This is an optimization exercise on Yosys and OpenROAD, whose aim is small area, a short achievable clock period and few clock cycles, not a production implementation. Only simulation tests tie the RTL to the original design; equivalence was not proved. No activity file was given, so power comes from the tool's default toggle rates.

--- flow/flow/run.sh ---
#!/bin/bash
# Standard layout (the standard.sh, unchanged synthesis), with the
# timing repair steps aimed below the clock period: repair_timing works on
# the worst path towards the setup margin set here, so that the achieved
# period (period less setup slack) shrinks. Clock period, I/O delays and
# loads are the design's, unchanged. Clock tree sinks are clustered a
# little more than by default, for fewer clock buffers.
set -o pipefail
cat >> config.mk <<'CFG'
export SETUP_SLACK_MARGIN = 9
export TNS_END_PERCENT = 0
export CTS_CLUSTER_SIZE = 20
export CTS_CLUSTER_DIAMETER = 70
CFG
bash standard.sh > standard.log 2>&1
--- flow/standard.sh ---
#!/bin/bash
# synth_recipe.tcl (not shown) runs the flow's synth.tcl, then flattens the netlist and writes it again
# the make line also repeats each setting of config.mk as NAME=value (left out here)
make -C /OpenROAD-flow-scripts/flow DESIGN_CONFIG=/design/flow/config.mk WORK_HOME=/design/flow/orfs CLKGATE_MAP_FILE= SYNTH_SCRIPT=/design/flow/synth_recipe.tcl "${@:-finish}"
--- flow/config.mk ---
export PLATFORM = sky130hd
export DESIGN_NAME = rv_top
export DESIGN_NICKNAME = rv_top
export VERILOG_FILES = /design/flow/design.v
export SDC_FILE = /design/flow/constraint.sdc
export NUM_CORES = 4
export LEC_CHECK = 0
export CAP_MARGIN = 20
export CORE_MARGIN = 2
export CORE_UTILIZATION = 40
export SLEW_MARGIN = 20
export SYNTH_HIERARCHICAL = 1
export SETUP_SLACK_MARGIN = 9
export TNS_END_PERCENT = 0
export CTS_CLUSTER_SIZE = 20
export CTS_CLUSTER_DIAMETER = 70
--- flow/constraint.sdc ---
create_clock -name core_clock -period 14.0 [get_ports {clk}]
set_input_delay 2.8000 -clock core_clock [delete_from_list [all_inputs] [get_ports {clk}]]
set_output_delay 2.8000 -clock core_clock [all_outputs]
set_load 0.01 [all_outputs]
--- flow/design.v ---
`default_nettype none
package rv_pkg;
    localparam int XLEN = 32;
    typedef logic [XLEN-1:0] word_t;
    typedef logic [4:0]      reg_addr_t;
    localparam word_t RESET_PC = 32'h0000_0000;
    typedef struct packed {
        logic       cyc;
        logic       stb;
        logic       we;
        word_t      adr;
        word_t      dat_w;
        logic [3:0] sel;
    } wb_req_t;
    typedef struct packed {
        word_t dat_r;
        logic  ack;
    } wb_rsp_t;
endpackage
`default_nettype wire
`timescale 1ns/1ps
`default_nettype none
module rv_decoder (
    input  rv_pkg::word_t inst,
    output logic          is_load,
    output logic          is_store,
    output logic          is_branch,
    output logic          is_jal,
    output logic          is_jalr,
    output logic          is_lui,
    output logic          is_auipc,
    output logic          is_op,
    output logic          is_opimm,
    output logic          is_system,
    output logic          use_imm,
    output logic          sub,
    output rv_pkg::word_t imm,       
    output rv_pkg::word_t imm_t      
);
    logic [4:0] opc;
    logic [2:0] f3;
    assign opc = inst[6:2];
    assign f3  = inst[14:12];
    assign is_load   = (opc == 5'b00000);
    assign is_opimm  = (opc == 5'b00100);
    assign is_auipc  = (opc == 5'b00101);
    assign is_store  = (opc == 5'b01000);
    assign is_op     = (opc == 5'b01100);
    assign is_lui    = (opc == 5'b01101);
    assign is_branch = (opc == 5'b11000);
    assign is_jalr   = (opc == 5'b11001);
    assign is_jal    = (opc == 5'b11011);
    assign is_system = (opc == 5'b11100);
    assign use_imm = !(is_op || is_branch);
    assign sub = is_branch ||
                 ((is_op || is_opimm) && f3[2:1] == 2'b01) ||
                 (is_op && f3 == 3'b000 && inst[30]);
    assign imm = is_store ? {{20{inst[31]}}, inst[31:25], inst[11:7]}
                          : {{20{inst[31]}}, inst[31:20]};
    always_comb begin
        if (is_jal)
            imm_t = {{12{inst[31]}}, inst[19:12], inst[20], inst[30:21], 1'b0};
        else if (is_branch)
            imm_t = {{20{inst[31]}}, inst[7], inst[30:25], inst[11:8], 1'b0};
        else
            imm_t = {inst[31:12], 12'b0};
    end
endmodule
`default_nettype wire
`timescale 1ns/1ps
`default_nettype none
module rv_rf_sel3 (
    input  logic [2:0] d,
    input  logic [2:0] s,
    output logic       y_n
);
    assign y_n = !((d[0] && s[0]) || (d[1] && s[1]) || (d[2] && s[2]));
endmodule
module rv_rf_port (
    input  rv_pkg::reg_addr_t raddr,
    input  logic [31:0][31:0] q,
    output rv_pkg::word_t     rdata
);
    logic [32:0] s;
    logic [31:0][10:0] y_n;
    always_comb begin
        for (int i = 0; i < 32; i++) s[i] = (raddr == 5'(i)) && (i != 0);
        s[32] = 1'b0;
    end
    for (genvar b = 0; b < 32; b++) begin : g_bit
        for (genvar k = 0; k < 11; k++) begin : g_grp
            logic [2:0] d;
            assign d = {(3*k+2 < 32) ? q[(3*k+2) % 32][b] : 1'b0, q[3*k+1][b], q[3*k][b]};
            rv_rf_sel3 u_sel (
                .d   (d),
                .s   (s[3*k+2:3*k]),
                .y_n (y_n[b][k])
            );
        end
        assign rdata[b] = !(&y_n[b]);
    end
endmodule
module rv_regfile (
    input  logic              clk,
    input  rv_pkg::reg_addr_t raddr1,
    input  rv_pkg::reg_addr_t raddr2,
    output rv_pkg::word_t     rdata1,
    output rv_pkg::word_t     rdata2,
    input  logic              we,
    input  rv_pkg::reg_addr_t waddr,
    input  rv_pkg::word_t     wdata
);
    rv_pkg::word_t regs [1:31];
    logic [31:0][31:0] q;
    always_ff @(posedge clk) begin
        for (int i = 1; i < 32; i++) begin
            if (we && waddr == 5'(i)) begin
                regs[i] <= wdata;
            end
        end
    end
    always_comb begin
        q[0] = '0;
        for (int i = 1; i < 32; i++) q[i] = regs[i];
    end
    rv_rf_port u_rd1 (.raddr (raddr1), .q (q), .rdata (rdata1));
    rv_rf_port u_rd2 (.raddr (raddr2), .q (q), .rdata (rdata2));
endmodule
`default_nettype wire
`timescale 1ns/1ps
`default_nettype none
module rv_execute (
    input  rv_pkg::word_t op_a,
    input  rv_pkg::word_t op_b,
    input  logic          sub,
    input  rv_pkg::word_t rs1,        
    input  rv_pkg::word_t rs2,        
    input  logic [2:0]    f3,
    input  logic          arith,      
    input  logic          alu_en,     
    input  logic          sel_lui,
    input  logic          sel_auipc,
    input  logic          sel_link,
    input  rv_pkg::word_t imm_u,
    input  rv_pkg::word_t tgt,
    input  rv_pkg::word_t link,
    output rv_pkg::word_t sum,        
    output rv_pkg::word_t result,     
    output logic          take        
);
    logic [32:0] addr_sum;
    logic        lt;
    logic        ltu;
    logic        beq;
    logic        blt;
    logic        bltu;
    rv_pkg::word_t x;
    rv_pkg::word_t shin;
    rv_pkg::word_t shr;
    rv_pkg::word_t shl;
    logic [4:0]  shamt;
    logic [7:0]  sel;
    assign addr_sum = {1'b0, op_a} + {1'b0, op_b ^ {32{sub}}} + {32'b0, sub};
    assign sum      = addr_sum[31:0];
    assign ltu      = !addr_sum[32];
    assign lt       = (op_a[31] != op_b[31]) ? op_a[31] : addr_sum[31];
    assign x        = op_a ^ op_b;
    assign beq      = (rs1 == rs2);
    assign bltu     = (rs1 < rs2);
    assign blt      = (rs1[31] != rs2[31]) ? rs1[31] : bltu;
    assign shamt = op_b[4:0];
    always_comb begin
        for (int i = 0; i < 32; i++) shin[i] = f3[2] ? op_a[i] : op_a[31-i];
        shr = rv_pkg::word_t'($signed({arith && f3[2] && op_a[31], shin}) >>> shamt);
        for (int i = 0; i < 32; i++) shl[i] = shr[31-i];
    end
    always_comb begin
        for (int i = 0; i < 8; i++) sel[i] = alu_en && f3 == 3'(i);
    end
    assign result = (sum          & {32{sel[0]}})
                  | (shl          & {32{sel[1]}})
                  | ({31'b0, lt}  & {32{sel[2]}})
                  | ({31'b0, ltu} & {32{sel[3]}})
                  | (x            & {32{sel[4]}})
                  | (shr          & {32{sel[5]}})
                  | ((op_a | op_b) & {32{sel[6]}})
                  | ((op_a & op_b) & {32{sel[7]}})
                  | (imm_u        & {32{sel_lui}})
                  | (tgt          & {32{sel_auipc}})
                  | (link         & {32{sel_link}});
    always_comb begin
        unique case (f3[2:1])
            2'b00:   take = beq;
            2'b10:   take = blt;
            2'b11:   take = bltu;
            default: take = 1'b0;
        endcase
        take = take ^ f3[0];
    end
endmodule
`default_nettype wire
`timescale 1ns/1ps
`default_nettype none
module rv_lsu (
    input  logic [2:0]    st_f3,
    input  logic [1:0]    st_lane,
    input  rv_pkg::word_t store_data,
    output logic [3:0]    sel,
    output rv_pkg::word_t bus_wdata,
    input  logic [2:0]    ld_f3,
    input  logic [1:0]    ld_lane,
    input  rv_pkg::word_t bus_rdata,
    output rv_pkg::word_t load_data
);
    always_comb begin
        unique case (st_f3[1:0])
            2'b00: begin
                sel       = 4'b0001 << st_lane;
                bus_wdata = {4{store_data[7:0]}};
            end
            2'b01: begin
                sel       = st_lane[1] ? 4'b1100 : 4'b0011;
                bus_wdata = {2{store_data[15:0]}};
            end
            default: begin
                sel       = 4'b1111;
                bus_wdata = store_data;
            end
        endcase
    end
    logic [15:0] half;
    logic [7:0]  byte_v;
    assign half   = ld_lane[1] ? bus_rdata[31:16] : bus_rdata[15:0];
    assign byte_v = ld_lane[0] ? half[15:8] : half[7:0];
    always_comb begin
        unique case (ld_f3[1:0])
            2'b00:   load_data = {{24{byte_v[7] && !ld_f3[2]}}, byte_v};
            2'b01:   load_data = {{16{half[15] && !ld_f3[2]}}, half};
            default: load_data = bus_rdata;
        endcase
    end
endmodule
`default_nettype wire
`timescale 1ns/1ps
`default_nettype none
module rv_core (
    input  logic            clk,
    input  logic            reset,
    output rv_pkg::wb_req_t wb_req,
    input  rv_pkg::wb_rsp_t wb_rsp,
    output logic            halted
);
    logic          cyc;
    logic          we;
    logic [31:2]   adr;
    logic [1:0]    lane;
    logic          mem;       
    logic          v;         
    rv_pkg::word_t ir;
    logic [31:2]   xpc4;      
    logic          xpred;     
    logic          x_use_imm;  
    logic          x_sub;
    logic [4:0]    x_imm_lo;   
    logic [31:2]   ftgt;       
    logic [4:0]    ld_rd;     
    logic [2:0]    ld_f3;     
    rv_pkg::word_t opa;       
    rv_pkg::word_t opb;       
    logic          bus_ack;
    assign bus_ack = cyc && wb_rsp.ack;
    logic is_load, is_store, is_branch, is_jal, is_jalr, is_lui, is_auipc;
    logic is_op, is_opimm, is_system, use_imm, sub;
    rv_pkg::word_t imm, imm_t;
    logic [2:0] f3;
    logic [4:0] rd;
    assign f3 = ir[14:12];
    assign rd = ir[11:7];
    rv_decoder u_decoder (
        .inst      (ir),
        .is_load   (is_load),
        .is_store  (is_store),
        .is_branch (is_branch),
        .is_jal    (is_jal),
        .is_jalr   (is_jalr),
        .is_lui    (is_lui),
        .is_auipc  (is_auipc),
        .is_op     (is_op),
        .is_opimm  (is_opimm),
        .is_system (is_system),
        .use_imm   (use_imm),
        .sub       (sub),
        .imm       (imm),
        .imm_t     (imm_t)
    );
    logic f_use_imm, f_sub;
    rv_decoder u_fdecoder (
        .inst      (wb_rsp.dat_r),
        .is_load   (),
        .is_store  (),
        .is_branch (),
        .is_jal    (),
        .is_jalr   (),
        .is_lui    (),
        .is_auipc  (),
        .is_op     (),
        .is_opimm  (),
        .is_system (),
        .use_imm   (f_use_imm),
        .sub       (f_sub),
        .imm       (),
        .imm_t     ()
    );
    rv_pkg::word_t rs1_data, rs2_data;
    logic          rf_we;
    logic [4:0]    rf_waddr;
    rv_pkg::word_t rf_wdata;
    rv_regfile u_regfile (
        .clk    (clk),
        .raddr1 (mem ? ir[19:15] : wb_rsp.dat_r[19:15]),
        .raddr2 (mem ? ir[24:20] : wb_rsp.dat_r[24:20]),
        .rdata1 (rs1_data),
        .rdata2 (rs2_data),
        .we     (rf_we),
        .waddr  (rf_waddr),
        .wdata  (rf_wdata)
    );
    rv_pkg::word_t sum, result;
    logic          take;
    rv_pkg::word_t tgt;
    assign tgt  = {ftgt, 2'b00};
    rv_execute u_execute (
        .op_a    (opa),
        .op_b      (x_use_imm ? {{20{ir[31]}}, ir[31:25], x_imm_lo} : opb),
        .sub       (x_sub),
        .rs1       (opa),
        .rs2       (opb),
        .f3        (f3),
        .arith     (ir[30]),
        .alu_en    (is_op || is_opimm),
        .sel_lui   (is_lui),
        .sel_auipc (is_auipc),
        .sel_link  (is_jal || is_jalr),
        .imm_u     (imm_t),
        .tgt       (tgt),
        .link      ({xpc4, 2'b00}),
        .sum       (sum),
        .result    (result),
        .take      (take)
    );
    logic redir, needs_ack, xfire, writes_rd;
    assign redir     = is_jalr || (is_branch && (take != xpred));
    assign needs_ack = is_load || is_store || is_branch || is_jalr || is_system;
    assign xfire     = v && !mem && (!needs_ack || bus_ack);
    assign writes_rd = is_op || is_opimm || is_lui || is_auipc || is_jal || is_jalr;
    logic [3:0]    st_sel;
    rv_pkg::word_t st_data, load_data;
    rv_lsu u_lsu (
        .st_f3      (ld_f3),
        .st_lane    (lane),
        .store_data (opb),
        .sel        (st_sel),
        .bus_wdata  (st_data),
        .ld_f3      (ld_f3),
        .ld_lane    (lane),
        .bus_rdata  (wb_rsp.dat_r),
        .load_data  (load_data)
    );
    assign rf_we    = mem ? (bus_ack && !we) : (xfire && writes_rd);
    assign rf_waddr = mem ? ld_rd : rd;
    assign rf_wdata = mem ? load_data : result;
    rv_pkg::word_t fi;
    logic          fpred;
    logic [31:2]   fimm;
    logic [31:2]   fsum;
    logic [31:2]   fpc4;
    logic [31:2]   next_adr;
    assign fi    = wb_rsp.dat_r;
    assign fpred = (fi[6:2] == 5'b11011) || (fi[6:2] == 5'b11000 && fi[31]);
    assign fimm  = !fi[6] ? {fi[31:12], 10'b0}
                 : fi[3]  ? {{12{fi[31]}}, fi[19:12], fi[20], fi[30:22]}
                          : {{20{fi[31]}}, fi[7], fi[30:25], fi[11:9]};
    assign fsum     = adr + fimm;
    assign fpc4     = adr + 30'd1;
    assign next_adr = fpred ? fsum : fpc4;
    logic        sel_sum, sel_br;
    logic [31:2] br_adr, base_adr, adr_d;
    assign sel_sum = !mem && bus_ack && v && (is_jalr || is_load || is_store);
    assign sel_br  = !mem && bus_ack && v && is_branch && (take != xpred);
    assign br_adr  = xpred ? xpc4 : tgt[31:2];
    always_comb begin
        if (!bus_ack)  base_adr = adr;
        else if (mem)  base_adr = xpred ? tgt[31:2] : xpc4;
        else           base_adr = next_adr;
    end
    assign adr_d = sel_sum ? sum[31:2] : sel_br ? br_adr : base_adr;
    always_ff @(posedge clk or posedge reset) begin
        if (reset) begin
            cyc    <= 1'b0;
            we     <= 1'b0;
            mem    <= 1'b0;
            v      <= 1'b0;
            halted <= 1'b0;
            adr    <= rv_pkg::RESET_PC[31:2];
        end else if (!halted) begin
            cyc <= 1'b1;
            adr <= adr_d;
            if (mem) begin
                if (bus_ack) begin
                    mem <= 1'b0;
                    we  <= 1'b0;
                end
            end else if (bus_ack) begin
                if (v && redir) begin
                    v   <= 1'b0;
                end else if (v && is_system) begin
                    v      <= 1'b0;
                    cyc    <= 1'b0;
                    halted <= 1'b1;
                end else begin
                    v <= 1'b1;
                    if (v && (is_load || is_store)) begin
                        mem <= 1'b1;
                        we  <= is_store;
                    end
                end
            end else if (v && !needs_ack) begin
                v <= 1'b0;
            end
        end
    end
    logic fwd1, fwd2, lfwd1, lfwd2;
    assign fwd1  = xfire && writes_rd && rd != 5'd0 && wb_rsp.dat_r[19:15] == rd;
    assign fwd2  = xfire && writes_rd && rd != 5'd0 && wb_rsp.dat_r[24:20] == rd;
    assign lfwd1 = ld_rd != 5'd0 && ir[19:15] == ld_rd;
    assign lfwd2 = ld_rd != 5'd0 && ir[24:20] == ld_rd;
    always_ff @(posedge clk) begin
        if (!mem && bus_ack) begin
            ir    <= wb_rsp.dat_r;
            xpc4  <= fpc4;
            xpred     <= fpred;
            ftgt      <= fsum;
            x_use_imm <= f_use_imm;
            x_sub     <= f_sub;
            x_imm_lo  <= (wb_rsp.dat_r[6:2] == 5'b01000) ? wb_rsp.dat_r[11:7] : wb_rsp.dat_r[24:20];
        end
        if (!mem && bus_ack && !(v && (is_load || is_store))) begin
            opa <= fwd1 ? result : rs1_data;
            opb <= fwd2 ? result : rs2_data;
        end
        if (mem && bus_ack) begin
            opa <= (lfwd1 && !we) ? load_data : rs1_data;
            opb <= (lfwd2 && !we) ? load_data : rs2_data;
        end
        if (!mem && bus_ack && v) begin
            lane  <= sum[1:0];
            ld_rd <= rd;
            ld_f3 <= f3;
        end
    end
    always_comb begin
        wb_req.cyc   = cyc;
        wb_req.stb   = cyc;
        wb_req.we    = we;
        wb_req.adr   = {adr, lane};
        wb_req.sel   = st_sel;
        wb_req.dat_w = st_data;
    end
endmodule
`default_nettype wire
`timescale 1ns/1ps
`default_nettype none
module rv_top (
    input  logic        clk,
    input  logic        reset,
    output logic        wb_cyc,
    output logic        wb_stb,
    output logic        wb_we,
    output logic [31:0] wb_adr,
    output logic [31:0] wb_dat_w,
    output logic [3:0]  wb_sel,
    input  logic [31:0] wb_dat_r,
    input  logic        wb_ack,
    output logic        halted
);
    rv_pkg::wb_req_t wb_req;
    rv_pkg::wb_rsp_t wb_rsp;
    rv_core u_core (
        .clk    (clk),
        .reset  (reset),
        .wb_req (wb_req),
        .wb_rsp (wb_rsp),
        .halted (halted)
    );
    assign wb_cyc       = wb_req.cyc;
    assign wb_stb       = wb_req.stb;
    assign wb_we        = wb_req.we;
    assign wb_adr       = wb_req.adr;
    assign wb_dat_w     = wb_req.dat_w;
    assign wb_sel       = wb_req.sel;
    assign wb_rsp.dat_r = wb_dat_r;
    assign wb_rsp.ack   = wb_ack;
endmodule
`default_nettype wire
==> results of run 1 <==
layout by cell type, fill, tap and decap left out, drive strengths merged, types with 68 or more instances in the layout:
cell type / instances
mux2i: 99
ha: 157
nor2: 232
clkbuf: 105
clkdlybuf4s50: 80
edfxtp: 1164
nand2: 343
o21ai: 205
buf: 292
a22oi: 83
nand4: 150
a222oi: 737
a21oi: 154
or3: 73
mux2: 131
a21o: 73
xnor2: 68
nand3: 120
conb: 261
inv: 174
xor2: 68
registers in the layout (all words and copies together), names as in the netlist, 2 cells and up:
name / count
u_core.ld_rd: 5
u_core.opa: 32
u_core.adr: 30
u_core.lane: 2
u_core.ftgt: 30
u_core.opb: 32
u_core.ir: 30
u_core.u_regfile.regs: 992
u_core.x_imm_lo: 5
u_core.ld_f3: 3
u_core.xpc4: 30
final timing paths:
check                                  from                             to  slack [ps]  cells past startpoint
max                            wb_dat_r[19]                 u_core.opa[18]        8470                     13
min                                u_core.v                       u_core.v         590                      2
max reg2reg                u_core.x_use_imm  u_core.u_regfile.regs[30][31]        8560                     14
min reg2reg                        u_core.v                       u_core.v         590                      2
max in group asynchronous             reset                     u_core.mem       10940                      3
min in group asynchronous             reset                 u_core.adr[26]        2530                      3
worst max-delay path, cell delays in order:
cell and delay, ps:
dlygate4sd2_1 250, buf_6 130, mux2_4 310, buf_4 170
or3_4 430, buf_4 160, buf_6 120, nor2_4 590
a222oi_1 200, nand4_1 290, or3_1 380, nand2_1 100
nand2_1 110
what timing repair did:
item                                    4_1_cts  5_1_grt
buffers inserted                             65       65
resized for setup                           254      106
endpoints found under the setup margin     2163     2079
hold buffers                                  0        0
pin swaps                                    59       56
gates cloned                                  9        9
metrics by stage:
stage / util / total power, mW / cell area, um2
6_report: 0.4733 / 9.568 / 72830
5_1_grt: 0.4732 / 9.809 / 72800
4_1_cts: 0.4668 / 9.415 / 71820
3_5_place_dp: 0.4381 / 6.747 / 67410
3_3_place_gp: 0.4377 / 6.724 / 67340
2_1_floorplan: - / 5.722 / 62940
power by group:
| group | internal, mW | switching, mW |
|---|---|---|
| Combinational | 0.871 | 1.59 |
| Clock | 1.26 | 1.37 |
| Sequential | 4.19 | 0.289 |
| Total | 6.32 | 3.25 |
layer usage:
| metal | part of all wire | wire length (um) |
|---|---|---|
| met1 | 0.35 | 97960 |
| met2 | 0.43 | 122600 |
| met3 | 0.13 | 37920 |
| met4 | 0.087 | 24550 |
| met5 | 0.00030 | 84 |
area by class of cell:
class / count / area, um2
fill: 13610 / 81040
sequential: 1199 / 35830
inverter: 166 / 631.9
timing repair buffer: 401 / 4061
multi-input combinational: 3481 / 26880
clock buffer: 95 / 2206
tap: 2044 / 2557
clock inverter: 51 / 628.1
antenna: 11 / 27.53
==> metrics.cfg, run 1 <==
[timing]
fmax_ghz=0.1807
rsz0062_at_grt=true
tightestPinTransition_ps=1336
setup_slack_ps=8466
maxSlewHeadroom=0.1095
setup_viol=0
fin_skew_ps=95.56
fin_crit_sh=0.3953
min_period_ps=5534
hold_ws_ps=586.0
final_hold_viol_count=0
totalNegativeSetupSlack_ps=0
slew_violations=0

[floorplan]
io_pins=107
die_h_um=397.3
dieWidth_um=397.3
num_rows=144
dieArea_um2=157900
initial_core_util=0.4022
coreArea_um2=153900

[global_routing]
grt_pass1_vias=48240
met2_usage=0.5149
gr-total-overflow=0
grt_max_degree=72
antenna_found_initial=19
grt_pass1_wl_um=380200
gr-usage-met3=0.09158
use_met1=0.4270
grtUsageTotal=0.3407
grt.busiest_layer=met2

[cts]
numClockSinks=1199
cts_tree=built
clkLatencyLatePin_ps=770
cts-root-buf=clkbuf_16
clk_path_buf_depth=3
cts_made_buffers=85
cts.clk_slew.worst_paths_ps=80
htreeDepth=3

[setup_path]
crit_type=in -> reg
required_ps=14540
end_kind=flop
worstPathMaxFanout=16
critPathLaunchType=input pin
arrival_ps=6080

[power_and_ir_drop]
p_per_area_nw_per_um2=131.4
leakage_nw=25.91
peakVddDrop_mv=0.1048

[placement]
pre_cts_slack_ps=6787
place_congestion=1.006
dp_cells=7141
portBuffers=106
hpwl_um=176400

[hold_path]
hp-class=reg -> reg

[cells_and_area]
fin_cells=7448
final_layout_size_suffix_gt1_frac=0.1550
area_growth_pct=17.69
nNetsFinal=5528

[routing]
routedWlPerCell_um=38.01
ant_nets=0
drcViolationCount=0
first_pass_iters=17
vias=53380
viasPerCell=7.166
drt-initial-drc-count=12800
routed_wl_um=283100

[yosys]
syn_inst=4769
ys_warn_count=13
synth_area_um2=61880
syn_avg_cell_area_um2=12.98

[flow_run]
drv_cap=0

[status]
status=complete, no violations

Testbench counts, summed over its fixed seeds: cycles 143,241.
==> run 2: changes to the inputs <==
--- a/flow/design.v
+++ b/flow/design.v
@@ -107,5 +107,7 @@
     output rv_pkg::word_t     rdata1,
     output rv_pkg::word_t     rdata2,
-    input  logic              we,
+    input  logic              we,       
+    input  logic              we_ack,   
+    input  logic              ack,
     input  rv_pkg::reg_addr_t waddr,
     input  rv_pkg::word_t     wdata
@@ -115,5 +117,5 @@
     always_ff @(posedge clk) begin
         for (int i = 1; i < 32; i++) begin
-            if (we && waddr == 5'(i)) begin
+            if ((we || (we_ack && ack)) && waddr == 5'(i)) begin
                 regs[i] <= wdata;
             end
@@ -142,4 +144,6 @@
     input  logic          sel_auipc,
     input  logic          sel_link,
+    input  logic          sel_load,   
+    input  rv_pkg::word_t load_data,
     input  rv_pkg::word_t imm_u,
     input  rv_pkg::word_t tgt,
@@ -188,5 +192,6 @@
                   | (imm_u        & {32{sel_lui}})
                   | (tgt          & {32{sel_auipc}})
-                  | (link         & {32{sel_link}});
+                  | (link         & {32{sel_link}})
+                  | (load_data    & {32{sel_load}});
     always_comb begin
         unique case (f3[2:1])
@@ -313,5 +318,5 @@
     );
     rv_pkg::word_t rs1_data, rs2_data;
-    logic          rf_we;
+    logic          rf_we, rf_we_ack;
     logic [4:0]    rf_waddr;
     rv_pkg::word_t rf_wdata;
@@ -323,7 +328,10 @@
         .rdata2 (rs2_data),
         .we     (rf_we),
+        .we_ack (rf_we_ack),
+        .ack    (bus_ack),
         .waddr  (rf_waddr),
         .wdata  (rf_wdata)
     );
+    rv_pkg::word_t load_data;
     rv_pkg::word_t sum, result;
     logic          take;
@@ -338,8 +346,10 @@
         .f3        (f3),
         .arith     (ir[30]),
-        .alu_en    (is_op || is_opimm),
-        .sel_lui   (is_lui),
-        .sel_auipc (is_auipc),
-        .sel_link  (is_jal || is_jalr),
+        .alu_en    (!mem && (is_op || is_opimm)),
+        .sel_lui   (!mem && is_lui),
+        .sel_auipc (!mem && is_auipc),
+        .sel_link  (!mem && (is_jal || is_jalr)),
+        .sel_load  (mem),
+        .load_data (load_data),
         .imm_u     (imm_t),
         .tgt       (tgt),
@@ -355,5 +365,5 @@
     assign writes_rd = is_op || is_opimm || is_lui || is_auipc || is_jal || is_jalr;
     logic [3:0]    st_sel;
-    rv_pkg::word_t st_data, load_data;
+    rv_pkg::word_t st_data;
     rv_lsu u_lsu (
         .st_f3      (ld_f3),
@@ -367,7 +377,8 @@
         .load_data  (load_data)
     );
-    assign rf_we    = mem ? (bus_ack && !we) : (xfire && writes_rd);
+    assign rf_we     = !mem && v && writes_rd && !needs_ack;
+    assign rf_we_ack = mem ? !we : (v && writes_rd && needs_ack);
     assign rf_waddr = mem ? ld_rd : rd;
-    assign rf_wdata = mem ? load_data : result;
+    assign rf_wdata = result;
     rv_pkg::word_t fi;
     logic          fpred;
==> flow/flow/run.sh (replaced) <==
#!/bin/bash
# Standard layout (the standard.sh, unchanged synthesis), with:
# - timing repair aimed below the clock period: repair_timing works on the
#   worst path towards the setup margin set here (no gate cloning), so the
#   achieved period (period less setup slack) shrinks;
# - clock tree sinks clustered a little more than by default;
# - ports buffered with buf_2 instead of the default port buffer.
# Clock period, I/O delays and loads are the design's, unchanged.
set -o pipefail
cat >> config.mk <<'CFG'
export SETUP_SLACK_MARGIN = 9
export TNS_END_PERCENT = 0
export SKIP_GATE_CLONING = 1
export CTS_CLUSTER_SIZE = 20
export CTS_CLUSTER_DIAMETER = 70
export BUFFER_PORTS_ARGS = -buffer_cell sky130_fd_sc_hd__buf_2
CFG
bash standard.sh > standard.log 2>&1
--- a/flow/config.mk
+++ b/flow/config.mk
@@ -13,4 +13,6 @@
 export SETUP_SLACK_MARGIN = 9
 export TNS_END_PERCENT = 0
+export SKIP_GATE_CLONING = 1
 export CTS_CLUSTER_SIZE = 20
 export CTS_CLUSTER_DIAMETER = 70
+export BUFFER_PORTS_ARGS = -buffer_cell sky130_fd_sc_hd__buf_2
==> metrics.cfg, run 2 <==
[status]
status=complete, no violations

[setup_path]
r2r_cells=20  ; +6
crit_type=in -> reg
timing.rr.start=u_core.opb[1]
r2r-end=u_core.adr[29]
crit_end=u_core.opa[4]
worstPathMaxFanout=33  ; +17
arrival_ps=5990  ; -90 ps
end_kind=flop
crit_path_start=wb_dat_r[12]
required_ps=14550  ; about the same
critPathLaunchType=input pin
ff2ff_setup_slack_ps=8730  ; +170 ps

[timing]
setup_slack_ps=8566  ; +100.3 ps
fin_crit_sh=0.3881  ; -0.007161
rsz0062_at_grt=true
maxSlewHeadroom=0.09113  ; -0.01835
setup_viol=0  ; unchanged
hold_ws_ps=584.5  ; -1.466 ps
fmax_ghz=0.1840  ; +1.8%
totalNegativeSetupSlack_ps=0  ; unchanged
min_period_ps=5434  ; -100.3 ps
tightestPinTransition_ps=1354  ; +18.44 ps
slew_violations=0  ; unchanged
fin_skew_ps=93.96  ; -1.603 ps
final_hold_viol_count=0  ; unchanged

[power_and_ir_drop]
peakVddDrop_mv=0.09902  ; -5.5%
p_total_mw=9.523  ; -0.46%
leakage_nw=25.86  ; -0.19%
p_per_area_nw_per_um2=131.5  ; +0.10%

[cts]
cts.clk_slew.worst_paths_ps=80  ; about the same
numClockSinks=1199  ; unchanged
clkLatencyLatePin_ps=780  ; about the same
cts_hold_buffers=0  ; unchanged
cts_tree=built
clk_path_buf_depth=3  ; unchanged
cts-root-buf=clkbuf_16
cts_made_buffers=87  ; +2.4%
htreeDepth=3  ; unchanged

[global_routing]
grt_max_degree=70  ; -2.8%
gr-total-overflow=0  ; unchanged
grtUsageTotal=0.3542  ; +0.01350
grt_pass1_vias=48540  ; +0.61%
grt_pass1_wl_um=391200  ; +2.9%
antenna_found_initial=35  ; +16

[cells_and_area]
finish.instance_area_um2=72420  ; -0.57%
largest_reg_flops=992  ; unchanged
final_common_cell=edfxtp_1
post-route-util=0.4762  ; +0.002838
nNetsFinal=5468  ; -1.1%
fin_cells=7374  ; -0.99%
regMostFlops=u_core.u_regfile.regs
reg_top3=u_core.u_regfile.regs (992), u_core.opa (32), u_core.opb (32)
area_growth_pct=18.20
final_layout_size_suffix_gt1_frac=0.1779  ; +0.02291
mostFrequentLayoutCells=edfxtp_1 (1164), a222oi_1 (704), nand2_1 (386), conb_1 (261), buf_4 (221)

[floorplan]
coreArea_um2=152100  ; -1.2%
dieArea_um2=156300  ; -0.98%
num_rows=143  ; -0.69%
io_pins=107  ; unchanged
die_h_um=395.4  ; -0.49%
initial_core_util=0.4029  ; +0.0006870
dieWidth_um=395.4  ; -0.49%

[flow_run]
drv_cap=0  ; unchanged

[routing]
drcViolationCount=0  ; unchanged
drt-initial-drc-count=13010  ; +1.6%
routedWlPerCell_um=39.46  ; +3.8%
vias=53450  ; +0.14%
first_pass_iters=14  ; -3
ant_nets=0  ; unchanged
viasPerCell=7.249  ; +1.1%
routed_wl_um=291000  ; +2.8%

[placement]
portBuffers=106  ; unchanged
hpwl_um=188300  ; +6.8%
dp_cells=7092  ; -0.69%
pre_cts_slack_ps=6156  ; -631.6 ps
place_congestion=1.024  ; +1.7%
placed_cell_area_um2=66840  ; -0.85%

[hold_path]
hp-class=reg -> reg

[yosys]
ys_warn_count=13  ; unchanged
syn_avg_cell_area_um2=13.02  ; +0.31%
synth_area_um2=61270  ; -0.99%
syn_inst=4707  ; -1.3%

-- run 2: area by class of cell --
cell class | instances | area [um2]
diodes | 16 | 40.04
flip-flops and latches | 1199 | 35830
repair buffers | 410 | 3737
multi-input cells | 3409 | 26760
inverters | 167 | 644.4
fillers | 13490 | 79670
clock buffers | 93 | 2200
well taps | 2030 | 2540
clock inverters | 50 | 659.4
-- run 2: worst max-delay path: stages --
cell and delay, ps:
buf_2 250, nand2b_1 140, nand2_1 100, a22oi_1 60
o21ai_1 970, a22oi_1 140, nand2_1 220, a221oi_1 60
o21ai_0 150, a221oi_1 100, o21ai_2 110, buf_4 430
a22oi_1 170, nand2_1 230
-- run 2: worst min path at each step --
| stage | startpoint | to | slack [ps] | cells past startpoint |
|---|---|---|---|---|
| 5_1_grt | u_core.adr[31] | u_core.adr[31] | 620 | 2 |
| 4_1_cts | u_core.ir[12] | u_core.ld_f3[0] | 610 | 0 |
| 6_report | u_core.adr[31] | u_core.adr[31] | 580 | 2 |
| 3_3_place_gp | u_core.adr[31] | u_core.adr[31] | 580 | 2 |
| 3_5_place_dp | u_core.ir[12] | u_core.ld_f3[0] | 580 | 0 |
| 2_1_floorplan | u_core.ir[14] | u_core.ld_f3[2] | 440 | 0 |
-- run 2: power breakdown --
part / switching (mW) / internal (mW) / leakage, nW / total, mW
registers: 0.308 / 4.18 / 11.2 / 4.49
clock network: 1.41 / 1.25 / 1.37 / 2.65
logic: 1.60 / 0.780 / 13.3 / 2.38
-- run 2: what timing repair did --
item,4_1_cts,5_1_grt
resized for setup,239,105
setup endpoints to repair,963,849
buffers inserted,84,39
pin swaps,51,36
-- run 2: per-layer routing --
metal | GRT usage | share of wire | vias up
li1 | - | - | 21190
met2 | 0.5284 | 0.42 | 4821
met1 | 0.4503 | 0.34 | 26470
met5 | 0 | 0.0012 | -
met3 | 0.1114 | 0.15 | 945
met4 | 0.2132 | 0.079 | 24
Testbench counts of run 2, summed over its fixed seeds: cycles 143,241.
==> run 3: changes to the inputs <==
--- a/flow/design.v
+++ b/flow/design.v
@@ -260,4 +260,5 @@
     logic [31:2]   adr;
     logic [1:0]    lane;
+    rv_pkg::word_t dat_w;
     logic          mem;       
     logic          v;         
@@ -323,6 +324,6 @@
     rv_regfile u_regfile (
         .clk    (clk),
-        .raddr1 (mem ? ir[19:15] : wb_rsp.dat_r[19:15]),
-        .raddr2 (mem ? ir[24:20] : wb_rsp.dat_r[24:20]),
+        .raddr1 (wb_rsp.dat_r[19:15]),
+        .raddr2 (wb_rsp.dat_r[24:20]),
         .rdata1 (rs1_data),
         .rdata2 (rs2_data),
@@ -367,8 +368,8 @@
     rv_pkg::word_t st_data;
     rv_lsu u_lsu (
-        .st_f3      (ld_f3),
-        .st_lane    (lane),
+        .st_f3      (f3),
+        .st_lane    (sum[1:0]),
         .store_data (opb),
-        .sel        (st_sel),
+        .sel        (),
         .bus_wdata  (st_data),
         .ld_f3      (ld_f3),
@@ -395,15 +396,27 @@
     assign fpc4     = adr + 30'd1;
     assign next_adr = fpred ? fsum : fpc4;
+    always_comb begin
+        unique case (ld_f3[1:0])
+            2'b00:   st_sel = 4'b0001 << lane;
+            2'b01:   st_sel = lane[1] ? 4'b1100 : 4'b0011;
+            default: st_sel = 4'b1111;
+        endcase
+    end
     logic        sel_sum, sel_br;
     logic [31:2] br_adr, base_adr, adr_d;
-    assign sel_sum = !mem && bus_ack && v && (is_jalr || is_load || is_store);
-    assign sel_br  = !mem && bus_ack && v && is_branch && (take != xpred);
-    assign br_adr  = xpred ? xpc4 : tgt[31:2];
+    logic        fetch_go, sel_fsum;
+    logic [31:2] other_adr;
+    assign sel_sum  = !mem && bus_ack && v && (is_jalr || is_load || is_store);
+    assign sel_br   = !mem && bus_ack && v && is_branch && (take != xpred);
+    assign br_adr   = xpred ? xpc4 : tgt[31:2];
+    assign fetch_go = !mem && bus_ack && !sel_sum && !sel_br;
+    assign sel_fsum = fetch_go && fpred;
     always_comb begin
         if (!bus_ack)  base_adr = adr;
         else if (mem)  base_adr = xpred ? tgt[31:2] : xpc4;
-        else           base_adr = next_adr;
+        else           base_adr = fpc4;
     end
-    assign adr_d = sel_sum ? sum[31:2] : sel_br ? br_adr : base_adr;
+    assign other_adr = sel_sum ? sum[31:2] : sel_br ? br_adr : base_adr;
+    assign adr_d     = sel_fsum ? fsum : other_adr;
     always_ff @(posedge clk or posedge reset) begin
         if (reset) begin
@@ -456,13 +469,14 @@
             x_imm_lo  <= (wb_rsp.dat_r[6:2] == 5'b01000) ? wb_rsp.dat_r[11:7] : wb_rsp.dat_r[24:20];
         end
-        if (!mem && bus_ack && !(v && (is_load || is_store))) begin
+        if (!mem && bus_ack) begin
             opa <= fwd1 ? result : rs1_data;
             opb <= fwd2 ? result : rs2_data;
         end
-        if (mem && bus_ack) begin
-            opa <= (lfwd1 && !we) ? load_data : rs1_data;
-            opb <= (lfwd2 && !we) ? load_data : rs2_data;
+        if (mem && bus_ack && !we) begin
+            if (lfwd1) opa <= result;
+            if (lfwd2) opb <= result;
         end
         if (!mem && bus_ack && v) begin
+            dat_w <= st_data;
             lane  <= sum[1:0];
             ld_rd <= rd;
@@ -476,5 +490,5 @@
         wb_req.adr   = {adr, lane};
         wb_req.sel   = st_sel;
-        wb_req.dat_w = st_data;
+        wb_req.dat_w = dat_w;
     end
 endmodule
==> metrics.cfg, run 3 <==
[power_and_ir_drop]
clkPwrFrac=0.276  ; -0.003
combinationalPowerShare=0.252  ; +0.002
leakage_nw=25.11  ; -2.9%
p_total_mw=9.712  ; +2.0%
p_sw_mw=3.390  ; +2.2%
p_per_area_nw_per_um2=137.1  ; +4.3%
peakVddDrop_mv=0.1129  ; +14%
p_seq_frac=0.473  ; +0.002
power.internal_mw=6.322  ; +1.9%
p_sw_frac=0.3490  ; +0.0007235

[setup_path]
worstPathMaxFanout=32  ; -3.0%
cp_slowest_stage_delay_ps=670  ; -300 ps
end_kind=flop
required_ps=14600  ; +50 ps
ff2ff_setup_slack_ps=8820  ; +90 ps
r2r-end=u_core.opa[0]
cpMaxStageDelayCell=or3_1
timing.rr.start=u_core.ir[31]
crit_type=in -> reg
crit_end=u_core.opa[2]
path_cells=buf_2 -> buf_4 -> or3_1 -> nor2_4 -> buf_4 -> a222oi_1 -> nand4_1 -> or3_1 -> o22ai_1 -> a21oi_1
critPathLaunchType=input pin
arrival_ps=5990  ; about the same
r2r_cells=16  ; -20%
crit_path_start=wb_dat_r[19]

[timing]
totalNegativeSetupSlack_ps=0  ; unchanged
setup_viol=0  ; unchanged
rsz0062_at_grt=true
slew_violations=0  ; unchanged
final_hold_viol_count=0  ; unchanged
maxSlewHeadroom=0.1667  ; +0.07559
hold_ws_ps=554.6  ; -29.89 ps
fin_crit_sh=0.3856  ; -0.002572
fin_skew_ps=68.31  ; -25.64 ps
tightestPinTransition_ps=1239  ; -114.9 ps
setup_slack_ps=8602  ; +36.01 ps
fmax_ghz=0.1853  ; +0.67%
min_period_ps=5398  ; -36.01 ps

[floorplan]
num_rows=144  ; +0.70%
dieArea_um2=157600  ; +0.84%
dieWidth_um=397.0  ; +0.42%
coreArea_um2=153700  ; +1.1%
die_h_um=397.0  ; +0.42%
io_pins=107  ; unchanged
initial_core_util=0.4020  ; -0.0008424

[yosys]
syn_avg_cell_area_um2=12.94  ; -0.61%
ys_warn_count=13  ; unchanged
synth_area_um2=61790  ; +0.84%
syn_inst=4776  ; +1.5%

[cts]
clkLatencyLatePin_ps=760  ; -20 ps
clk_path_buf_depth=3  ; unchanged
numClockSinks=1231  ; +2.7%
cts_hold_buffers=0  ; unchanged
cts-root-buf=clkbuf_16
cts_made_buffers=89  ; +2.3%
htreeDepth=3  ; unchanged
cts.clk_slew.worst_paths_ps=80  ; about the same
cts_tree=built

[routing]
routed_wl_um=272200  ; -6.5%
viasPerCell=7.096  ; -2.1%
drt-initial-drc-count=11210  ; -14%
vias=52190  ; -2.4%
ant_nets=0  ; unchanged
drcViolationCount=0  ; unchanged
first_pass_iters=15  ; +1
routedWlPerCell_um=37.00  ; -6.2%

[cells_and_area]
multiInputGateArea_um2=26140  ; -2.3%
regArea_um2=36150  ; +0.89%
final_layout_size_suffix_gt1_frac=0.1451  ; -0.03283
largest_reg_flops=992  ; unchanged
nNetsFinal=5429  ; -0.71%
fill_cells=13850  ; +2.7%
area_growth_pct=14.63
final_common_cell=edfxtp_1
finish.instance_area_um2=70820  ; -2.2%
regMostFlops=u_core.u_regfile.regs
mostFrequentLayoutCells=edfxtp_1 (1132), a222oi_1 (704), nand2_1 (277), conb_1 (261), buf_4 (206)
fin_cells=7355  ; -0.26%
post-route-util=0.4608  ; -0.01533

[global_routing]
grt_pass1_vias=47710  ; -1.7%
grt_max_degree=80  ; +14%
gr-total-overflow=0  ; unchanged
antenna_found_initial=26  ; -26%
grt_pass1_wl_um=370100  ; -5.4%
grtUsageTotal=0.3313  ; -0.02281

[placement]
hpwl_um=172600  ; -8.3%
place_congestion=1.048  ; +2.4%
dp_cells=7165  ; +1.0%
portBuffers=106  ; unchanged
placed_cell_area_um2=67180  ; +0.51%
pre_cts_slack_ps=7367  ; +1212 ps

[status]
status=complete, no violations

[hold_path]
whs_path_depth=1  ; -1
hp-class=reg -> reg

[flow_run]
drv_cap=0  ; unchanged

## run 3: layout make-up
type                            count  share of cell area
Timing Repair Buffer              331             0.03454
Clock inverter                     50            0.008091
Tap cell                         2044             0.03611
Inverter                          162            0.008745
Multi-Input combinational cell   3420              0.3690
Clock buffer                       99             0.03242
Antenna cell                       18           0.0006360
Sequential cell                  1231              0.5104
## run 3: how the worst min path moves through the flow
stage,startpoint,end,slack (ps)
floorplan,u_core.ir[14],u_core.ld_f3[2],440
global placement,u_core.we,u_core.we,520
detailed placement,u_core.we,u_core.we,540
CTS,u_core.we,u_core.we,570
global route,u_core.we,u_core.we,590
finish,u_core.we,u_core.we,550
## run 3: repair_timing
item,CTS,global route
pin swaps,4,4
gates resized for setup,28,77
setup endpoints to repair,912,914
buffers inserted,16,7
## run 3: critical path, delay by kind of cell
family / cells / cell delay (ps)
AO/OA/AOI/OAI: 3 / 780
AND/OR/NAND/NOR: 4 / 1550
buffers and inverters: 3 / 770
## run 3: power groups by stage
stage	Combinational (mW)	Clock (mW)	Sequential [mW]
2_1_floorplan	1.34	0	4.53
3_3_place_gp	2.26	0	4.65
3_5_place_dp	2.27	0	4.65
4_1_cts	2.32	2.69	4.57
5_1_grt	2.55	2.82	4.59
6_report	2.45	2.68	4.59
## run 3: per-layer routing
metal,vias to the layer above,share of wire,wire [um],track usage
li1,21250,-,-,-
met1,25870,0.34,93300,0.4094
met2,4195,0.44,120400,0.5092
met3,867,0.13,34480,0.08109
met4,10,0.088,23960,0.2355
met5,-,0.00024,66,0
Testbench counts of run 3, summed over its fixed seeds: cycles 143,241.
==> run 4: changes to the inputs <==
--- a/flow/design.v
+++ b/flow/design.v
@@ -80,5 +80,5 @@
     input  rv_pkg::reg_addr_t raddr,
     input  logic [31:0][31:0] q,
-    output rv_pkg::word_t     rdata
+    output logic [2:0][31:0]  rpart      
 );
     logic [32:0] s;
@@ -98,5 +98,7 @@
             );
         end
-        assign rdata[b] = !(&y_n[b]);
+        assign rpart[0][b] = !(&y_n[b][3:0]);
+        assign rpart[1][b] = !(&y_n[b][7:4]);
+        assign rpart[2][b] = !(&y_n[b][10:8]);
     end
 endmodule
@@ -105,6 +107,6 @@
     input  rv_pkg::reg_addr_t raddr1,
     input  rv_pkg::reg_addr_t raddr2,
-    output rv_pkg::word_t     rdata1,
-    output rv_pkg::word_t     rdata2,
+    output logic [2:0][31:0]  rpart1,    
+    output logic [2:0][31:0]  rpart2,    
     input  logic              we,       
     input  logic              we_ack,   
@@ -126,6 +128,6 @@
         for (int i = 1; i < 32; i++) q[i] = regs[i];
     end
-    rv_rf_port u_rd1 (.raddr (raddr1), .q (q), .rdata (rdata1));
-    rv_rf_port u_rd2 (.raddr (raddr2), .q (q), .rdata (rdata2));
+    rv_rf_port u_rd1 (.raddr (raddr1), .q (q), .rpart (rpart1));
+    rv_rf_port u_rd2 (.raddr (raddr2), .q (q), .rpart (rpart2));
 endmodule
 `default_nettype wire
@@ -319,4 +321,7 @@
     );
     rv_pkg::word_t rs1_data, rs2_data;
+    logic [2:0][31:0] rpart1, rpart2;
+    assign rs1_data = rpart1[0] | rpart1[1] | rpart1[2];
+    assign rs2_data = rpart2[0] | rpart2[1] | rpart2[2];
     logic          rf_we, rf_we_ack;
     logic [4:0]    rf_waddr;
@@ -326,6 +331,6 @@
         .raddr1 (wb_rsp.dat_r[19:15]),
         .raddr2 (wb_rsp.dat_r[24:20]),
-        .rdata1 (rs1_data),
-        .rdata2 (rs2_data),
+        .rpart1 (rpart1),
+        .rpart2 (rpart2),
         .we     (rf_we),
         .we_ack (rf_we_ack),
==> metrics.cfg, run 4 <==
[status]
status=complete, no violations

[floorplan]
dieArea_um2=158000  ; +0.26%
io_pins=107  ; unchanged
coreArea_um2=153900  ; +0.12%
initial_core_util=0.4026  ; +0.0005945
dieWidth_um=397.5  ; +0.13%
num_rows=144  ; unchanged
die_h_um=397.5  ; +0.13%

[placement]
place_congestion=1.069  ; +2.0%
hpwl_um=173700  ; +0.64%
portBuffers=106  ; unchanged

[cts]
clkLatencyLatePin_ps=760  ; about the same
cts.clk_slew.worst_paths_ps=90  ; about the same
htreeDepth=3  ; unchanged
cts_made_buffers=86  ; -3.4%
clk_path_buf_depth=3  ; unchanged
cts-root-buf=clkbuf_16
cts_tree=built
numClockSinks=1231  ; unchanged

[timing]
rsz0062_at_grt=true
maxSlewHeadroom=0.1749  ; +0.008167
fin_skew_ps=38.65  ; -29.66 ps
final_hold_viol_count=0  ; unchanged
slew_violations=0  ; unchanged
fin_crit_sh=0.3741  ; -0.01146
min_period_ps=5238  ; -160.4 ps
setup_viol=0  ; unchanged
totalNegativeSetupSlack_ps=0  ; unchanged
tightestPinTransition_ps=1225  ; -14.60 ps
fmax_ghz=0.1909  ; +3.1%

[routing]
vias=53080  ; +1.7%
viasPerCell=7.179  ; +1.2%
drt-initial-drc-count=12040  ; +7.5%
routed_wl_um=275600  ; +1.3%
first_pass_iters=14  ; -1
ant_nets=0  ; unchanged
drcViolationCount=0  ; unchanged
routedWlPerCell_um=37.28  ; +0.73%

[power_and_ir_drop]
p_seq_frac=0.477  ; +0.004
p_sw_frac=0.3305  ; -0.01859
p_sw_mw=3.152  ; -7.0%
p_per_area_nw_per_um2=132.8  ; -3.2%
leakage_nw=25.29  ; +0.71%
peakVddDrop_mv=0.1126  ; -0.30%
combinationalPowerShare=0.232  ; -0.020
clkPwrFrac=0.291  ; +0.015
power.internal_mw=6.386  ; +1.0%

[setup_path]
worstPathMaxFanout=32  ; unchanged
critPathLaunchType=input pin
required_ps=14610  ; about the same
crit_type=in -> reg
end_kind=flop
cpMaxStageDelayCell=o41ai_2
cp_slowest_stage_delay_ps=680  ; about the same
arrival_ps=5850  ; -140 ps
path_cells=clkbuf_4 -> or2_2 -> nor2_4 -> buf_4 -> a222oi_1 -> nand4_1 -> o41ai_2 -> a31oi_1

[global_routing]
grt_pass1_wl_um=375200  ; +1.4%
grt_max_degree=73  ; -8.8%
antenna_found_initial=18  ; -31%
gr-total-overflow=0  ; unchanged
grtUsageTotal=0.3338  ; +0.002418
grt_pass1_vias=49250  ; +3.2%

[cells_and_area]
largest_reg_flops=992  ; unchanged
final_common_cell=edfxtp_1
final_layout_size_suffix_gt1_frac=0.1579  ; +0.01277
nNetsFinal=5471  ; +0.77%
mostFrequentLayoutCells=edfxtp_1 (1132), a222oi_1 (704), nand2_1 (289), conb_1 (261), buf_4 (202)
area_growth_pct=15.94
regMostFlops=u_core.u_regfile.regs
post-route-util=0.4668  ; +0.005957

[yosys]
ys_warn_count=13  ; unchanged
syn_inst=4791  ; +0.31%
synth_area_um2=61950  ; +0.27%
syn_avg_cell_area_um2=12.93  ; about the same

[flow_run]
drv_cap=0  ; unchanged

[hold_path]
hp-class=reg -> reg

[run 4: power by group through the flow]
stage,Clock (mW),Combinational [mW],Sequential (mW)
4_1_cts,2.78,2.02,4.52
3_5_place_dp,0,1.98,4.60
6_report,2.78,2.22,4.55
5_1_grt,2.90,2.31,4.54
3_3_place_gp,0,1.96,4.60
2_1_floorplan,0,1.20,4.46
[run 4: final timing paths]
kind	cells past startpoint	slack [ps]	to	start
min reg2reg	2	480	u_core.opb[0]	u_core.opb[0]
max reg2reg	15	8920	u_core.adr[29]	u_core.opb[2]
min in group asynchronous	3	2200	u_core.adr[25]	reset
max	8	8760	u_core.opb[29]	wb_dat_r[24]
min	2	480	u_core.opb[0]	u_core.opb[0]
max in group asynchronous	3	11360	u_core.mem	reset
[run 4: worst max-delay path, delay by kind of cell]
| family | cells | cell delay [ps] |
|---|---|---|
| compound gates | 3 | 1410 |
| buf+inv | 2 | 650 |
| simple gates | 3 | 920 |
[run 4: metal layers]
layer / wire length, um / part of all wire / track usage / vias up
met4: 18100 / 0.066 / 0.1889 / 6
met5: 44 / 0.00016 / 0.001211 / -
li1: - / - / - / 21350
met1: 99130 / 0.36 / 0.4351 / 26420
met3: 41640 / 0.15 / 0.1067 / 831
met2: 116700 / 0.42 / 0.4893 / 4474
[run 4: final cells by class]
type / instances / area (um2)
tap: 2044 / 2557
clock inverter: 51 / 732.0
timing repair buffer: 350 / 2829
multi-input combinational: 3440 / 26620
clock buffer: 100 / 2267
sequential: 1231 / 36150
fill: 13810 / 82040
inverter: 168 / 641.9
antenna: 9 / 22.52
[run 4: timing repair]
item	CTS	global route
cloned	0	0
gates resized for setup	50	177
setup endpoints to repair	900	919
setup buffers	15	41
pin swaps	4	43
hold buffers	0	0
[run 4: stage by stage]
step / area, um2 / hold slack, ps / setup slack (ps) / power (mW) / std cells
after CTS: 70630 / 481.7 / 8785 / 9.322 / 7340
after detailed placement: 67300 / 468.4 / 7487 / 6.577 / 7174
final: 71820 / 481.9 / 8762 / 9.538 / 7393
after global routing: 71800 / 506.8 / 8762 / 9.761 / 7385
after floorplan: 63010 / 452.1 / 8055 / 5.659 / 5047
after global placement: 67300 / 463.0 / 7543 / 6.565 / 7174
Testbench counts of run 4, summed over its fixed seeds: cycles 143,241.
==> run 5: changes to the inputs <==
--- a/flow/design.v
+++ b/flow/design.v
@@ -146,6 +146,4 @@
     input  logic          sel_auipc,
     input  logic          sel_link,
-    input  logic          sel_load,   
-    input  rv_pkg::word_t load_data,
     input  rv_pkg::word_t imm_u,
     input  rv_pkg::word_t tgt,
@@ -194,6 +192,5 @@
                   | (imm_u        & {32{sel_lui}})
                   | (tgt          & {32{sel_auipc}})
-                  | (link         & {32{sel_link}})
-                  | (load_data    & {32{sel_load}});
+                  | (link         & {32{sel_link}});
     always_comb begin
         unique case (f3[2:1])
@@ -356,6 +353,4 @@
         .sel_auipc (!mem && is_auipc),
         .sel_link  (!mem && (is_jal || is_jalr)),
-        .sel_load  (mem),
-        .load_data (load_data),
         .imm_u     (imm_t),
         .tgt       (tgt),
@@ -386,5 +381,7 @@
     assign rf_we_ack = mem ? !we : (v && writes_rd && needs_ack);
     assign rf_waddr = mem ? ld_rd : rd;
-    assign rf_wdata = result;
+    rv_pkg::word_t wval;
+    assign wval     = result | (load_data & {32{mem}});
+    assign rf_wdata = wval;
     rv_pkg::word_t fi;
     logic          fpred;
@@ -475,10 +472,10 @@
         end
         if (!mem && bus_ack) begin
-            opa <= fwd1 ? result : rs1_data;
-            opb <= fwd2 ? result : rs2_data;
+            opa <= fwd1 ? wval : rs1_data;
+            opb <= fwd2 ? wval : rs2_data;
         end
         if (mem && bus_ack && !we) begin
-            if (lfwd1) opa <= result;
-            if (lfwd2) opb <= result;
+            if (lfwd1) opa <= wval;
+            if (lfwd2) opb <= wval;
         end
         if (!mem && bus_ack && v) begin
==> metrics.cfg, run 5 <==
[setup_path]
arrival_ps=5910  ; +60 ps
critPathLaunchType=input pin
ff2ff_setup_slack_ps=8980  ; +60 ps
cp_slowest_stage_delay_ps=980  ; +300 ps
crit_buf_inv=1  ; -1
worstPathMaxFanout=32  ; unchanged
cpMaxStageDelayCell=nor2_4
cpLargestDelayFamily=simple AND/OR/NAND/NOR gates
r2r-end=u_core.adr[30]
path_cells=clkbuf_4 -> or3b_4 -> nor2_4 -> a222oi_1 -> nand3_1 -> or3_1 -> o22ai_2 -> a21oi_2
end_kind=flop
required_ps=14660  ; +50 ps
crit_type=in -> reg
r2r_cells=18  ; +3
timing.rr.start=u_core.opb[31]

[routing]
drt-initial-drc-count=12450  ; +3.4%
routed_wl_um=274500  ; -0.40%
first_pass_iters=13  ; -1
viasPerCell=7.184  ; about the same
vias=53000  ; -0.15%
routedWlPerCell_um=37.21  ; -0.19%
ant_nets=0  ; unchanged
drcViolationCount=0  ; unchanged

[cts]
clkLatencyLatePin_ps=790  ; +30 ps
cts_made_buffers=89  ; +3.5%
clk_path_buf_depth=3  ; unchanged
htreeDepth=3  ; unchanged
cts_tree=built
cts-root-buf=clkbuf_16
cts_hold_buffers=0  ; unchanged
numClockSinks=1231  ; unchanged
cts.clk_slew.worst_paths_ps=80  ; about the same

[timing]
final_hold_viol_count=0  ; unchanged
min_period_ps=5248  ; +10.89 ps
fin_skew_ps=89.48  ; +50.84 ps
fin_crit_sh=0.3749  ; +0.0007779
setup_viol=0  ; unchanged
tightestPinTransition_ps=1269  ; +44.39 ps
rsz0062_at_grt=true
totalNegativeSetupSlack_ps=0  ; unchanged
fmax_ghz=0.1905  ; -0.21%
maxSlewHeadroom=0.1519  ; -0.02298
slew_violations=0  ; unchanged

[cells_and_area]
multiInputGateArea_um2=26600  ; about the same
final_layout_size_suffix_gt1_frac=0.1534  ; -0.004511
mostFrequentLayoutCells=edfxtp_1 (1132), a222oi_1 (736), nand2_1 (319), conb_1 (261), a21oi_1 (191)
area_growth_pct=14.58
post-route-util=0.4630  ; -0.003757
final_common_cell=edfxtp_1
fill_cells=13680  ; -0.99%
nNetsFinal=5449  ; -0.40%
fin_cells=7377  ; -0.22%
regMostFlops=u_core.u_regfile.regs
largest_reg_flops=992  ; unchanged
regArea_um2=36170  ; about the same

[yosys]
syn_avg_cell_area_um2=12.92  ; -0.11%
ys_warn_count=13  ; unchanged
synth_area_um2=62400  ; +0.72%
syn_inst=4831  ; +0.83%

[global_routing]
grt.busiest_layer=met2
grtUsageTotal=0.3328  ; -0.0009416
met2_usage=0.4870  ; -0.002222
grt_max_degree=68  ; -6.8%
use_met1=0.4226  ; -0.01245
antenna_found_initial=32  ; +14
gr-usage-met3=0.09967  ; -0.007060
gr-total-overflow=0  ; unchanged
grt_pass1_wl_um=375200  ; about the same
grt_pass1_vias=48540  ; -1.4%

[floorplan]
die_h_um=399.0  ; +0.36%
num_rows=144  ; unchanged
coreArea_um2=154400  ; +0.35%
io_pins=107  ; unchanged
dieArea_um2=159200  ; +0.71%
initial_core_util=0.4041  ; +0.001483
dieWidth_um=399.0  ; +0.36%

[placement]
place_congestion=1.041  ; -2.6%
hpwl_um=173800  ; about the same
dp_cells=7176  ; +0.028%
portBuffers=106  ; unchanged

[power_and_ir_drop]
leakage_nw=25.35  ; +0.22%
p_per_area_nw_per_um2=136.9  ; +3.1%
peakVddDrop_mv=0.1161  ; +3.2%

[hold_path]
whs_path_depth=1  ; -1
hp-start=u_core.cyc
hp-class=reg -> reg
whs_endpoint=u_core.cyc

[status]
status=complete, no violations

[flow_run]
drv_cap=0  ; unchanged

[run 5: worst reg2reg max path, cell delays in order (launching register included)]
cell       delay (ps)
dfxtp_1           660
inv_1             100
ha_1              340
nand4_1            90
or2_2             310
nor3_1            290
nand3_1           170
and3_1            200
mux2i_1           150
nand4b_1          480
xor2_1            340
a21o_1            240
o21ai_0           290
nand3_1           120
buf_4             280
nand2_2           330
a21oi_1            70
and2_0            240
a2111oi_2         220
[run 5: per-stage QoR]
stage / setup WS, ps / instance area (um2) / hold WS (ps) / power, mW
after floorplan: 8044 / 63460 / 445.0 / 5.881
after global placement: 7390 / 67260 / 558.3 / 6.838
after detailed placement: 7708 / 67480 / 581.9 / 6.863
after CTS: 8950 / 71060 / 599.0 / 9.659
after global routing: 8899 / 71470 / 611.7 / 10.04
final: 8752 / 71500 / 582.1 / 9.785
[run 5: worst max-delay path by stage]
stage,cells past startpoint,startpoint,to
floorplan,5,wb_ack,u_core.u_regfile.regs[20][0]
global placement,8,wb_ack,u_core.opa[19]
detailed placement,9,wb_dat_r[22],u_core.opb[30]
CTS,14,wb_dat_r[6],u_core.adr[24]
global route,9,wb_dat_r[20],u_core.opb[15]
finish,8,wb_dat_r[20],u_core.opb[25]
[run 5: timing repair]
action,CTS,global route
pin swaps,10,20
setup endpoints to repair,439,451
endpoints found under the hold margin,0,0
resized for setup,60,68
buffers inserted,20,12
[run 5: cell type report]
type	instances	area share
Antenna cell	12	0.0004200
Clock inverter	57	0.01171
Tap cell	2044	0.03577
Sequential cell	1231	0.5059
Clock buffer	100	0.03187
Multi-Input combinational cell	3470	0.3720
Inverter	168	0.009065
Timing Repair Buffer	295	0.03330
[run 5: layer usage]
| metal | share of wire | vias up |
|---|---|---|
| met4 | 0.082 | 20 |
| met3 | 0.15 | 904 |
| met5 | 0.00052 | - |
| li1 | - | 21400 |
| met1 | 0.35 | 26340 |
| met2 | 0.42 | 4341 |
[run 5: power by group]
group          switching [mW]  internal, mW  total, mW
combinational            1.52         0.791       2.32
clock                    1.44          1.40       2.84
sequential              0.347          4.28       4.63
total                    3.31          6.47       9.79
Testbench counts of run 5, summed over its fixed seeds: cycles 143,241.

[port drivers added, routing unchanged]
In the flow no input, the clock included, has a driving cell. The finished layouts below were timed again as built, in two steps.
Step 1, drivers: a clkbuf_16 drives clk and a buf_2 each remaining input, both assumed.
Step 2 moves the port delays by t, midway between the first and last clock arrival at a register: inputs arrive t later, outputs are due t later. That takes back most of the time a late clock gives input paths.
a / b / c = no drivers / after step 1 / after step 2; a / b = the first two.
| run | t (ns) | setup slack, ns | worst setup path after step 2 | pins driven straight from the clock port |
|---|---|---|---|---|
| run 1 | 0.793 | 8.466 / 8.508 / 7.729 | input to register | 1 |
| run 2 | 0.807 | 8.566 / 8.619 / 7.812 | input to register | 1 |
| run 3 | 0.805 | 8.602 / 8.662 / 7.857 | input to register | 1 |
| run 4 | 0.818 | 8.762 / 8.818 / 8.000 | input to register | 1 |
| run 5 | 0.827 | 8.752 / 8.796 / 7.969 | input to register | 1 |
After both steps setup and hold are still met in every run listed. The setup slack of run 5, which loses most, moves by +0.044 ns with the drivers and by -0.783 ns with both steps.
